From an optimization exercise on the open Yosys and OpenROAD flow, aimed at small area, a short achievable clock period and few clock cycles per item; shortcuts taken in it are not production practice. In this exercise RTL edits were held to simulation tests only and were not proved equivalent to the original. Power is estimated from default activity; no workload was simulated.

### flow/flow/run.sh
#!/bin/bash
# The standard layout (standard.sh: standard synthesis, then the ORFS
# flow to finish), with one change: the buffers that buffer_ports puts on
# every input and output port are sky130_fd_sc_hd__buf_2 cells instead of the
# delay cells the resizer picks by default. Every port still gets its buffer.
# The make output goes to standard.log here; the ORFS tools' own logs stay
# under orfs/logs/.
set -euo pipefail
bash standard.sh 'BUFFER_PORTS_ARGS=-buffer_cell sky130_fd_sc_hd__buf_2' finish > standard.log 2>&1
### flow/standard.sh
#!/bin/bash
# synth_recipe.tcl (not shown) runs the flow's synth.tcl, then flattens the netlist and writes it again
# the make line also repeats each setting of config.mk as NAME=value (left out here)
make -C /OpenROAD-flow-scripts/flow DESIGN_CONFIG=/design/flow/config.mk WORK_HOME=/design/flow/orfs CLKGATE_MAP_FILE= SYNTH_SCRIPT=/design/flow/synth_recipe.tcl "${@:-finish}"
### flow/config.mk
export PLATFORM = sky130hd
export DESIGN_NAME = positional_insert_list
export DESIGN_NICKNAME = positional_insert_list
export VERILOG_FILES = /design/flow/design.v
export SDC_FILE = /design/flow/constraint.sdc
export NUM_CORES = 4
export LEC_CHECK = 0
export CAP_MARGIN = 20
export CORE_MARGIN = 2
export CORE_UTILIZATION = 40
export CTS_CLUSTER_DIAMETER = 80
export CTS_CLUSTER_SIZE = 24
export GPL_TIMING_DRIVEN = 0
export PLACE_DENSITY = 0.6
export SETUP_SLACK_MARGIN = 1.7
export SLEW_MARGIN = 20
### flow/constraint.sdc
create_clock -name core_clock -period 3.8 [get_ports {i_clk}]
set_input_delay 0.7600 -clock core_clock [delete_from_list [all_inputs] [get_ports {i_clk}]]
set_output_delay 0.7600 -clock core_clock [all_outputs]
set_load 0.01 [all_outputs]
### flow/design.v
`default_nettype none
package pil_pkg;
    localparam int LIST_DEPTH = 16;
    localparam int POS_W   = 8;
    localparam int VAL_W   = 32;
    localparam int OCNT_W  = 9;
    localparam int IDX_W   = (LIST_DEPTH > 1) ? $clog2(LIST_DEPTH) : 1;
    localparam int CNT_W   = $clog2(LIST_DEPTH + 1);
    typedef enum logic {
        CMD_INSERT = 1'b0,
        CMD_READ   = 1'b1
    } t_cmd;
    typedef enum logic [1:0] {
        ST_OK     = 2'd0,
        ST_BEYOND = 2'd1,
        ST_FULL   = 2'd2,
        ST_RANGE  = 2'd3
    } t_status;
    typedef struct packed {
        t_cmd                     command;
        logic signed [VAL_W-1:0]  value;
        logic [POS_W-1:0]         position;
    } t_in_beat;
    typedef struct packed {
        t_status                  status;
        logic signed [VAL_W-1:0]  read_value;
        logic [OCNT_W-1:0]        element_count;
        logic signed [VAL_W-1:0]  element_sum;
    } t_out_beat;
    typedef struct packed {
        logic                     insert_en;
        logic [POS_W-1:0]         position;
        logic [VAL_W-1:0]         value;
    } t_cell_ctl;
endpackage
`default_nettype wire
`default_nettype none
import pil_pkg::*;
module pil_cell
(
    input  wire logic                      i_clk,
    input  wire logic                      i_load,
    input  wire logic                      i_shift,
    input  wire logic                      i_hold,
    input  wire logic [pil_pkg::VAL_W-1:0] i_value,
    input  wire logic [pil_pkg::VAL_W-1:0] i_prev,
    output logic [pil_pkg::VAL_W-1:0]      o_val
);
    logic [VAL_W-1:0] r_val;
    always_ff @(posedge i_clk) begin
        r_val <= ({VAL_W{i_load}}  & i_value)
               | ({VAL_W{i_shift}} & i_prev)
               | ({VAL_W{i_hold}}  & r_val);
    end
    assign o_val = r_val;
endmodule
`default_nettype wire
`default_nettype none
import pil_pkg::*;
module pil_ctrl
(
    input  wire logic                      i_clk,
    input  wire logic                      i_rst_n,
    input  wire logic                      i_accept,
    input  pil_pkg::t_in_beat              i_beat,
    output logic                           o_ins_ok,
    output logic                           o_rd_ok,
    output pil_pkg::t_status               o_status,
    output logic [pil_pkg::CNT_W-1:0]      o_count,
    output logic [pil_pkg::VAL_W-1:0]      o_sum
);
    localparam int C = 8;
    localparam int N = VAL_W / C;
    logic [CNT_W-1:0] r_count;
    logic [CNT_W-1:0] w_count_inc;
    logic [VAL_W-1:0] r_acc;
    logic [N-1:1]     r_pend;
    logic [VAL_W-1:0] w_acc_add;
    logic [N-1:0]     w_cout;
    logic [VAL_W-1:0] w_pend_vec;
    logic             w_low;       
    logic             w_le;        
    logic             w_lt;        
    logic             w_full;
    logic             w_is_read;
    assign w_is_read = (i_beat.command == CMD_READ);
    assign w_low     = (i_beat.position[POS_W-1:5] == '0);
    assign w_full    = r_count[CNT_W-1];
    assign w_le      = w_low && (i_beat.position[4:0] <= r_count);
    assign w_lt      = w_low && (i_beat.position[4:0] <  r_count);
    always_comb begin
        if (w_is_read) begin
            o_status = w_lt ? ST_OK : ST_RANGE;
        end else if (!w_le) begin
            o_status = ST_BEYOND;
        end else if (w_full) begin
            o_status = ST_FULL;
        end else begin
            o_status = ST_OK;
        end
    end
    assign o_ins_ok = !w_is_read && w_le && !w_full;
    assign o_rd_ok  = w_is_read && w_lt;
    assign w_count_inc = r_count + CNT_W'(1);
    for (genvar k = 0; k < N; k++) begin : g_chunk
        logic w_cin;
        if (k == 0) begin : g_first
            assign w_cin = 1'b0;
        end else begin : g_rest
            assign w_cin = r_pend[k];
        end
        assign {w_cout[k], w_acc_add[k*C +: C]} =
            {1'b0, r_acc[k*C +: C]} + {1'b0, i_beat.value[k*C +: C]} + (C+1)'(w_cin);
    end
    always_ff @(posedge i_clk) begin
        if (!i_rst_n) begin
            r_count <= '0;
            r_acc   <= '0;
            r_pend  <= '0;
        end else if (i_accept && o_ins_ok) begin
            r_count <= w_count_inc;
            r_acc   <= w_acc_add;
            r_pend  <= w_cout[N-2:0];
        end
    end
    always_comb begin
        w_pend_vec = '0;
        for (int k = 1; k < N; k++) begin
            w_pend_vec[k*C] = r_pend[k];
        end
    end
    assign o_count = r_count;
    assign o_sum   = r_acc + w_pend_vec;
endmodule
`default_nettype wire
`default_nettype none
import pil_pkg::*;
module positional_insert_list
(
    input  wire logic      i_clk,
    input  wire logic      i_rst_n,
    input  wire logic      i_in_valid,
    output logic           o_in_stall,
    input  wire logic [40:0] i_in_data,
    output logic           o_out_valid,
    input  wire logic      i_out_stall,
    output logic [74:0]    o_out_data
);
    logic                 w_adv;
    logic                 w_accept;
    logic                 w_ins_ok;
    logic                 w_rd_ok;
    pil_pkg::t_status     w_status;
    logic [CNT_W-1:0]     w_count;
    logic [VAL_W-1:0]     w_sum;
    logic                 r1_valid;
    logic                 r1_ins;
    logic                 r1_rd;
    pil_pkg::t_status     r1_status;
    logic [LIST_DEPTH-1:0] r1_eq;      
    logic [LIST_DEPTH-1:0] r1_gt;      
    logic [VAL_W-1:0]     r1_val;
    logic                 w_exec_ins;
    logic [LIST_DEPTH-1:0] w_load;
    logic [LIST_DEPTH-1:0] w_shift;
    logic [LIST_DEPTH-1:0] w_hold;
    logic [LIST_DEPTH-1:0] w_rsel;
    logic [VAL_W-1:0]     w_cell_val [LIST_DEPTH];
    logic [VAL_W-1:0]     w_read;
    logic                 r2_valid;
    pil_pkg::t_status     r2_status;
    logic [VAL_W-1:0]     r2_read;
    logic [CNT_W-1:0]     r2_count;
    logic [VAL_W-1:0]     r2_sum;
    assign w_adv      = !i_out_stall;
    assign o_in_stall = i_out_stall;
    assign w_accept   = w_adv && i_in_valid;
    pil_ctrl u_ctrl (
        .i_clk    (i_clk),
        .i_rst_n  (i_rst_n),
        .i_accept (w_accept),
        .i_beat   (i_in_data),
        .o_ins_ok (w_ins_ok),
        .o_rd_ok  (w_rd_ok),
        .o_status (w_status),
        .o_count  (w_count),
        .o_sum    (w_sum)
    );
    logic [LIST_DEPTH-1:0] w_eq;
    logic [LIST_DEPTH-1:0] w_gt;
    for (genvar g = 0; g < LIST_DEPTH; g++) begin : g_dec
        assign w_eq[g] = (i_in_data[3:0] == 4'(g));
        assign w_gt[g] = (i_in_data[3:0] <  4'(g));
    end
    always_ff @(posedge i_clk) begin
        if (!i_rst_n) begin
            r1_valid <= 1'b0;
            r1_ins   <= 1'b0;
        end else if (w_adv) begin
            r1_valid <= i_in_valid;
            r1_ins   <= i_in_valid && w_ins_ok;
        end
    end
    always_ff @(posedge i_clk) begin
        if (w_adv) begin
            r1_rd     <= w_rd_ok;
            r1_status <= w_status;
            r1_eq     <= w_eq;
            r1_gt     <= w_gt;
            r1_val    <= i_in_data[39:8];
        end
    end
    assign w_exec_ins = w_adv && r1_ins;
    for (genvar g = 0; g < LIST_DEPTH; g++) begin : g_sel
        assign w_load[g]  = w_exec_ins && r1_eq[g];
        assign w_shift[g] = w_exec_ins && r1_gt[g];
        assign w_hold[g]  = !(w_exec_ins && (r1_eq[g] || r1_gt[g]));
        assign w_rsel[g]  = w_adv && r1_rd && r1_eq[g];
    end
    for (genvar g = 0; g < LIST_DEPTH; g++) begin : g_cell
        pil_cell u_cell (
            .i_clk   (i_clk),
            .i_load  (w_load[g]),
            .i_shift (w_shift[g]),
            .i_hold  (w_hold[g]),
            .i_value (r1_val),
            .i_prev  ((g == 0) ? r1_val : w_cell_val[(g == 0) ? 0 : g-1]),
            .o_val   (w_cell_val[g])
        );
    end
    always_comb begin
        w_read = {VAL_W{!w_adv}} & r2_read;
        for (int i = 0; i < LIST_DEPTH; i++) begin
            w_read = w_read | ({VAL_W{w_rsel[i]}} & w_cell_val[i]);
        end
    end
    always_ff @(posedge i_clk) begin
        if (!i_rst_n) begin
            r2_valid <= 1'b0;
        end else begin
            if (w_adv) begin
                r2_valid <= r1_valid;
            end
        end
    end
    always_ff @(posedge i_clk) begin
        r2_read <= w_read;
        if (w_adv) begin
            r2_status <= r1_status;
            r2_count  <= w_count;
            r2_sum    <= w_sum;
        end
    end
    assign o_out_valid = r2_valid;
    assign o_out_data  = {r2_status, r2_read, OCNT_W'(r2_count), r2_sum};
endmodule
`default_nettype wire
==> impl_results.md, run 1 <==
* Max Cap Viol at 0
* Max transition margin at 0.353
* 1st-pass router iterations at 8
* Share of cells above drive strength 1 at 0.157
* Critical-path maximum fanout at 11
* Depth of the CTS H-tree at 2
* HP Class: in2reg
* Vias in the first global route at 24,700
* Nets at 3,569
* Clock power share at 0.358
* RSZ-0062 raised after global routing: yes
* I/O pins at 122
* Crit path arrival time at 2580 ps
* Final hold vios at 0
* CTS tree: done
* Global route total overflow at 0
* Die width at 276 um
* Register-to-Register Path Depth at 6
* Initial antenna violation count at 4
* Internal at 10.5 mW
* Seq/Total Area, Yosys at 0.516
* VDD IR max at 369 uV
* Comb power frac at 0.085
* Die height at 276 um
* Max-slew violations at 0
* Initial Util at 0.404
* RD Place Congestion at 0.977
* Pleak at 14.4 nW
* Endpoints failing setup at 0
* Row count at 99
* DRT Wirelength at 124 mm
* Sw frac at 0.277
* Crit path kind: reg2reg
* Status: timing/DRC/antenna clean
* Antenna Nets Post-Route at 0
* Synth Cell Area at 0.0295 sq mm
* Hold-fix buffers, CTS at 0
* Cell area after layout at 0.0338 sq mm
* Sink Count at 692
* Synth unique cells at 67
* Syn. warnings at 4
* Flop pwr share at 0.556
* Skew-Pair Late Insertion Delay at 640 ps
* First-pass GRT wire length at 176 mm
* Fmax at 470 MHz
* WL/cell at 27.6 um
* Clock Path Buffers at 3
* Post-synth ARST share at 0
* Routed vias at 27,400
* Clock skew at 46.9 ps
* DR DRC count at 0
* Setup crit end kind: register
* Pwr Total at 14.6 mW
* Final core utilization at 0.463
* Die ar. at 0.0759 sq mm
* Register bit total from synthesis at 692
* Area delta synth->final at 14.6%
* Dpl cell area at 0.0316 sq mm
* EDFF count, synth at 137
* Largest net degree at the start of global routing at 108
* Syn Inst Count at 3,274
* DRT iter0 DRCs at 4,155
* Worst-path clk slew at 100 ps
* Syn_area_per_cell at 9.01 sq um
* Final TNS setup at 0 ps
* Tot GR Track Use at 0.320
* Final hold slack at 341 ps
* Fin crit share at 0.560
* WP data required at 4250 ps
* Power per cell area at 431 mW/mm^2
* IO Port Bufs at 116
* Top FF cell, synth: dfxtp_1
* Fin crit period at 2130 ps
* Root buffer cell: clkbuf_16
* Vias/cell at 6.12
* CP startpoint kind: register
* Min-Delay Path Depth at 1
* Psw at 4.03 mW
* Worst Tran Pin Value at 971 ps
* CTS Buf Count at 40
* Core Area at 0.0730 sq mm
* Post-DP HPWL at 85.6 mm
## worst max-delay path: stages (launching register included)
cell and delay (ps):
edfxtp_1 490, clkbuf_4 360, buf_4 310, a22oi_1 180, nand3_1 140, o21ai_1 300, o21ai_0 140
## cell type report
type                            instances  area, sq um
Tap cell                              959         1200
Inverter                               28          141
Timing Repair Buffer                  159          935
Clock buffer                           54         1120
Clock inverter                         19          268
Fill cell                            7038        39200
Buffer                                284         1620
Antenna cell                            2         5.00
Multi-Input combinational cell       2274        13300
Sequential cell                       692        15200
## through the flow
stage,instances,setup slack [ps]
floorplan,3277,1410
global placement,4352,415
detailed placement,4353,574
CTS,4457,1680
global route,4469,1550
finish,4471,1670
## cell families (layout without fill, tap and decap cells)
logic type,count (synthesis),after routing,synth area share
and+or+nand+nor,1282,1283,0.177
AOI/OAI and AO/OA,896,896,0.225
DFF,692,692,0.516
buffers and inverters,312,544,0.0469
adders and majority gates,45,45,0.0209
xor gates and xnor gates,41,41,0.0122
muxes,5,5,0.00170
other,1,6,0.000127
## cell usage after synthesis, drive strengths merged (3+ instances only)
library cell / number / area [sq um]
nand2: 1051 / 3950
a22oi: 624 / 4680
dfxtp: 555 / 11100
buf: 152 / 782
edfxtp: 137 / 4110
clkbuf: 132 / 495
o21ai: 76 / 384
nand3: 75 / 375
nor2: 62 / 280
a221oi: 54 / 473
a22o: 52 / 455
a21oi: 49 / 249
ha: 38 / 475
and2: 35 / 219
xnor2: 29 / 254
inv: 28 / 105
nand4: 15 / 100
nand2b: 13 / 81.3
xor2: 12 / 105
fa: 7 / 140
nor2b: 7 / 43.8
nor3: 7 / 51.3
o21a: 7 / 52.6
a211oi: 5 / 52.6
mux2i: 5 / 50.1
a21o: 4 / 30.0
a222oi: 4 / 40.0
o221ai: 4 / 35.0
and3: 3 / 18.8
nor3b: 3 / 27.5
## routing by layer
layer  global-route usage  vias to the layer above  share of wire
met4                0.154                        6          0.054
li1                     -                    12100              -
met2                0.466                     1868           0.42
met3               0.0849                      372           0.13
met5                    0                        -        0.00035
met1                0.438                    13000           0.40
## sequential cells by signal (all words and copies together) (netlist names), named ones only
name and cells:
g_cell.u_cell.r_val 480, r1_rd 1, r1_valid 1, r1_status 2
r2_read 32, u_ctrl.r_acc 32, u_ctrl.r_count 5, r2_status 2
r2_valid 1, r1_val 32, r2_count 5, r1_gt 15
r1_ins 1, r2_sum 32, u_ctrl.r_pend 3, r1_eq 16
## path summary, 6_finish.rpt
path,from,slack [ps],endpoint
worst max-delay path,r1_eq[2]$_DFFE_PN_,1670,r2_read[20]$_DFF_P_
worst min-delay path,i_in_data[13],340,r1_val[5]$_DFFE_PN_
worst max register to register,r1_eq[2]$_DFFE_PN_,1670,r2_read[20]$_DFF_P_
worst min register to register,r1_status[1]$_DFFE_PN_,430,r2_status[1]$_DFFE_PN_
## power by group through the flow
stage	logic [mW]	clock network [mW]	registers (mW)
detailed placement	1.06	0	8.28
CTS	1.16	5.23	8.08
finish	1.24	5.22	8.10
global placement	1.05	0	8.27
floorplan	0.564	0	8.14
global route	1.29	5.50	8.13
## cell usage in the layout, fill, tap and decap left out, types with 41 or more instances in the layout
master and n:
nand2_1 1050, a22oi_1 620, dfxtp_1 547, buf_2 223
edfxtp_1 137, clkbuf_1 77, nand3_1 73, buf_4 72
o21ai_0 53, a22o_1 52, a221oi_1 51, clkbuf_16 43
clkbuf_2 41, a21oi_1 41
## what timing repair did
| item | in CTS | in global routing |
|---|---|---|
| setup endpoints to repair | 332 | 429 |
| gates cloned | 1 | 0 |
| pin swaps | 6 | 17 |
| buffers inserted | 30 | 12 |
| resized for setup | 151 | 90 |
Testbench counts, summed over its fixed seeds: cycles 16,640, items 16,384.
==> run 2: changes to the inputs <==
--- a/flow/config.mk
+++ b/flow/config.mk
@@ -8,9 +8,8 @@
 export CAP_MARGIN = 20
 export CORE_MARGIN = 2
-export CORE_UTILIZATION = 40
+export CORE_UTILIZATION = 50
 export CTS_CLUSTER_DIAMETER = 80
 export CTS_CLUSTER_SIZE = 24
-export GPL_TIMING_DRIVEN = 0
-export PLACE_DENSITY = 0.6
+export PLACE_DENSITY = 0.7
 export SETUP_SLACK_MARGIN = 1.7
 export SLEW_MARGIN = 20
==> impl_results.md, run 2 <==
* Status: timing/DRC/antenna clean
* Clock skew at 34.2 ps (-12.7 ps)
* Final core utilization at 0.558 (+0.0953)
* Top FF cell, synth: dfxtp_1
* WP data required at 4250 ps (about the same)
* Initial antenna violation count at 6 (+2)
* Synth top area share at 0.377 (unchanged)
* RD Place Congestion at 0.900 (-7.9%)
* M2 GR Usage at 0.558 (+0.0923)
* Max Cap Viol at 0 (unchanged)
* Register bit total from synthesis at 692 (unchanged)
* Global route total overflow at 0 (unchanged)
* Seq/Total Area, Yosys at 0.516 (unchanged)
* Row count at 89 (-10%)
* Min-Delay Startpoint: i_in_data[8]
* Post-DP HPWL at 66.7 mm (-22%)
* Endpoints failing setup at 0 (unchanged)
* Syn_area_per_cell at 9.01 sq um (unchanged)
* WL/cell at 28.6 um (+3.4%)
* Vias in the first global route at 26,100 (+5.9%)
* Register-to-Register Path Depth at 10 (+4)
* RSZ-0062 raised after global routing: yes
* Worst r2r src: u_ctrl.r_pend[1]$_SDFFE_PN0P_
* Core Area at 0.0587 sq mm (-20%)
* EDFF count, synth at 137 (unchanged)
* Syn. warnings at 4 (unchanged)
* Hold EP: r1_val[0]$_DFFE_PN_
* Power per cell area at 418 mW/mm^2 (-2.9%)
* Initial Util at 0.503 (+0.0983)
* Final hold slack at 355 ps (+13.5 ps)
* Max-slew violations at 0 (unchanged)
* Share of cells above drive strength 1 at 0.135 (-0.0222)
* Nets at 3,387 (-5.1%)
* Die width at 247 um (-10%)
* Max transition margin at 0.415 (+0.0628)
* Max reg flops at 480 (unchanged)
* Fin crit period at 2140 ps (+8.43 ps)
* Largest Register: g_cell.u_cell.r_val
* Busiest layer in global routing: met2
* Synth Cell Area at 0.0295 sq mm (unchanged)
* Commonest non-fill, non-tap cell in the layout: nand2_1
* Critical-path maximum fanout at 2 (-9)
* DRT Wirelength at 117 mm (-5.2%)
* FF-to-FF End: u_ctrl.r_pend[2]$_SDFFE_PN0P_
* Pre-CTS WS at 666 ps (+92.0 ps)
* Fin crit share at 0.562 (+0.00222)
* Depth of the CTS H-tree at 2 (unchanged)
* Met1 GRT Util at 0.479 (+0.0407)
* Die ar. at 0.0609 sq mm (-20%)
* Pleak at 13.9 nW (-3.9%)
* I/O pins at 122 (unchanged)
* Worst-path clk slew at 90 ps (about the same)
* Syn Inst Count at 3,274 (unchanged)
* Tot GR Track Use at 0.375 (+0.0559)
* Vias/cell at 6.74 (+10%)
* Clock Path Buffers at 3 (unchanged)
* GRT met3 Usage at 0.114 (+0.0287)
* Post-synth ARST share at 0 (unchanged)
* CTS tree: done
* Worst Tran Pin Value at 877 ps (-94.2 ps)
* Top post-synthesis cells by area: dfxtp_1 (38%), a22oi_1 (16%), edfxtp_1 (14%)
* Final hold vios at 0 (unchanged)
* Most frequent cells in the layout: nand2_1 (1,050), a22oi_1 (624), dfxtp_1 (544)
* CTS Buf Count at 36 (-10%)
* DR DRC count at 0 (unchanged)
* Area delta synth->final at 11.1%
* CP startpoint kind: register
* Sink Count at 692 (unchanged)
* IO Port Bufs at 117 (+0.86%)
* Internal reg-to-reg setup slack at 1660 ps (about the same)
* Routed vias at 27,600 (+0.87%)
* Non-filler cells in the finished layout at 4,097 (-8.4%)
* Setup crit end kind: register
* 1st-pass router iterations at 8 (unchanged)
* Root buffer cell: clkbuf_16
* Crit path arrival time at 2590 ps (about the same)
* Skew-Pair Late Insertion Delay at 620 ps (-20 ps)
* Placed cell count at 3,972 (-8.8%)
* Fmax at 468 MHz (-0.39%)
* Setup slack after layout at 1660 ps (-8.43 ps)
* Hold-fix buffers, CTS at 0 (unchanged)
* VDD IR max at 414 uV (+12%)
* Crit path kind: reg2reg
* Cell with the most instances after synthesis: nand2_1
* First-pass GRT wire length at 169 mm (-3.7%)
* Final TNS setup at 0 ps (unchanged)
* Antenna Nets Post-Route at 0 (unchanged)
* Synth unique cells at 67 (unchanged)
* Largest net degree at the start of global routing at 60 (-44%)
* Min-Delay Path Depth at 1 (unchanged)
* Cell accounting for the most synthesized area: dfxtp_1
* HP Class: in2reg
* Top cells by count, synth: nand2_1 (1,051), a22oi_1 (624), dfxtp_1 (555)
* DRT iter0 DRCs at 4,158 (+0.072%)
* Die height at 247 um (-10%)
## run 2: how the worst max path moves through the flow
stage	from	cells after the start	slack, ps	to
after floorplan	i_in_data[24]	10	1410	u_ctrl.r_pend[3]$_SDFFE_PN0P_
after global placement	i_in_data[3]	9	690	u_ctrl.r_pend[1]$_SDFFE_PN0P_
after global routing	u_ctrl.r_acc[8]$_SDFFE_PN0P_	10	1540	u_ctrl.r_acc[14]$_SDFFE_PN0P_
final	u_ctrl.r_pend[1]$_SDFFE_PN0P_	10	1660	u_ctrl.r_pend[2]$_SDFFE_PN0P_
after detailed placement	i_in_data[1]	9	670	u_ctrl.r_pend[1]$_SDFFE_PN0P_
after CTS	u_ctrl.r_pend[1]$_SDFFE_PN0P_	10	1650	u_ctrl.r_pend[2]$_SDFFE_PN0P_
## run 2: per-stage QoR
step                      total power [mW]  cell area, sq um
final                                 13.7             32800
after global routing                  14.1             32800
after CTS                             13.6             32600
after detailed placement              9.20             30900
after global placement                9.16             30700
after floorplan                       8.71             29800
## run 2: logic make-up (layout without fill, tap and decap cells)
kind of cell               count (synthesis)  count (layout)  share of synthesized area
adders and majority gates                 45              45                     0.0209
DFF                                      692             692                      0.516
buffers and inverters                    312             357                     0.0469
and+or+nand+nor                         1282            1282                      0.177
other                                      1               5                   0.000127
xor gates and xnor gates                  41              41                     0.0122
muxes                                      5               5                    0.00170
AOI/OAI and AO/OA                        896             897                      0.225
## run 2: final cells by class
class | instances | area (sq um)
clock buffers | 55 | 1010
flip-flops and latches | 692 | 15200
repair buffers | 265 | 2000
clock inverters | 9 | 101
multi-input cells | 2274 | 13300
diodes | 1 | 2.50
fillers | 5115 | 25900
inverters | 28 | 143
well taps | 773 | 967
## run 2: power by group
group	switching [mW]	internal, mW	leakage (nW)
clock network	2.55	1.98	0.542
registers	0.369	7.78	5.82
logic	0.670	0.368	7.50
## run 2: critical path, stage by stage (launching register included)
cell and delay (ps):
dfxtp_4 380, inv_4 70, fa_2 220, inv_1 60, fa_2 340, a21o_1 200
a311o_1 290, a21oi_2 170, nor2b_1 60, o21ai_1 110, a221oi_1 80
## run 2: what timing repair did
action                                  4_1_cts  5_1_grt
resized for setup                            40       40
endpoints found under the hold margin         0        0
pin swaps                                    16       16
gates cloned                                  3        1
buffers inserted                             43       13
endpoints found under the setup margin      388      152
## run 2: per-layer routing
metal  part of all wire  routed length, um  vias up
met5            0.00068                 80        -
met4              0.078               9110       12
met3               0.15              17600      677
met2               0.42              48600     2331
met1               0.36              41600    12900
li1                   -                  -    11700

-- static timing again, ports no longer ideal --
No port has a modelled driver above. Below, the same layouts with a new extraction and two added sets of constraints.
Step 1: set_driving_cell puts a clkbuf_16 on i_clk and a buf_2 on each other input, an assumption about the parent block.
Step 2 times the ports against the registers' clock, not the clock port: input delays grow and output delays shrink by t, the midpoint of the rising clock arrivals with the driver on.
Three values: ideal ports, drivers, drivers and shift; two values: the first two.
run	t (ns)	setup WS [ns]	worst hold slack (ns)	worst setup path after step 2	cell pins on the clock port's net
run 1	0.685	1.671 / 1.651 / 1.050	0.341 / 0.302 / 0.432	input to register	1
run 2	0.665	1.663 / 1.663 / 1.066	0.355 / 0.333 / 0.447	input to register	1
After both steps every run listed still meets setup and hold. The setup slack of run 1, which loses most, moves by -0.020 ns with the drivers and by -0.621 ns with both steps.
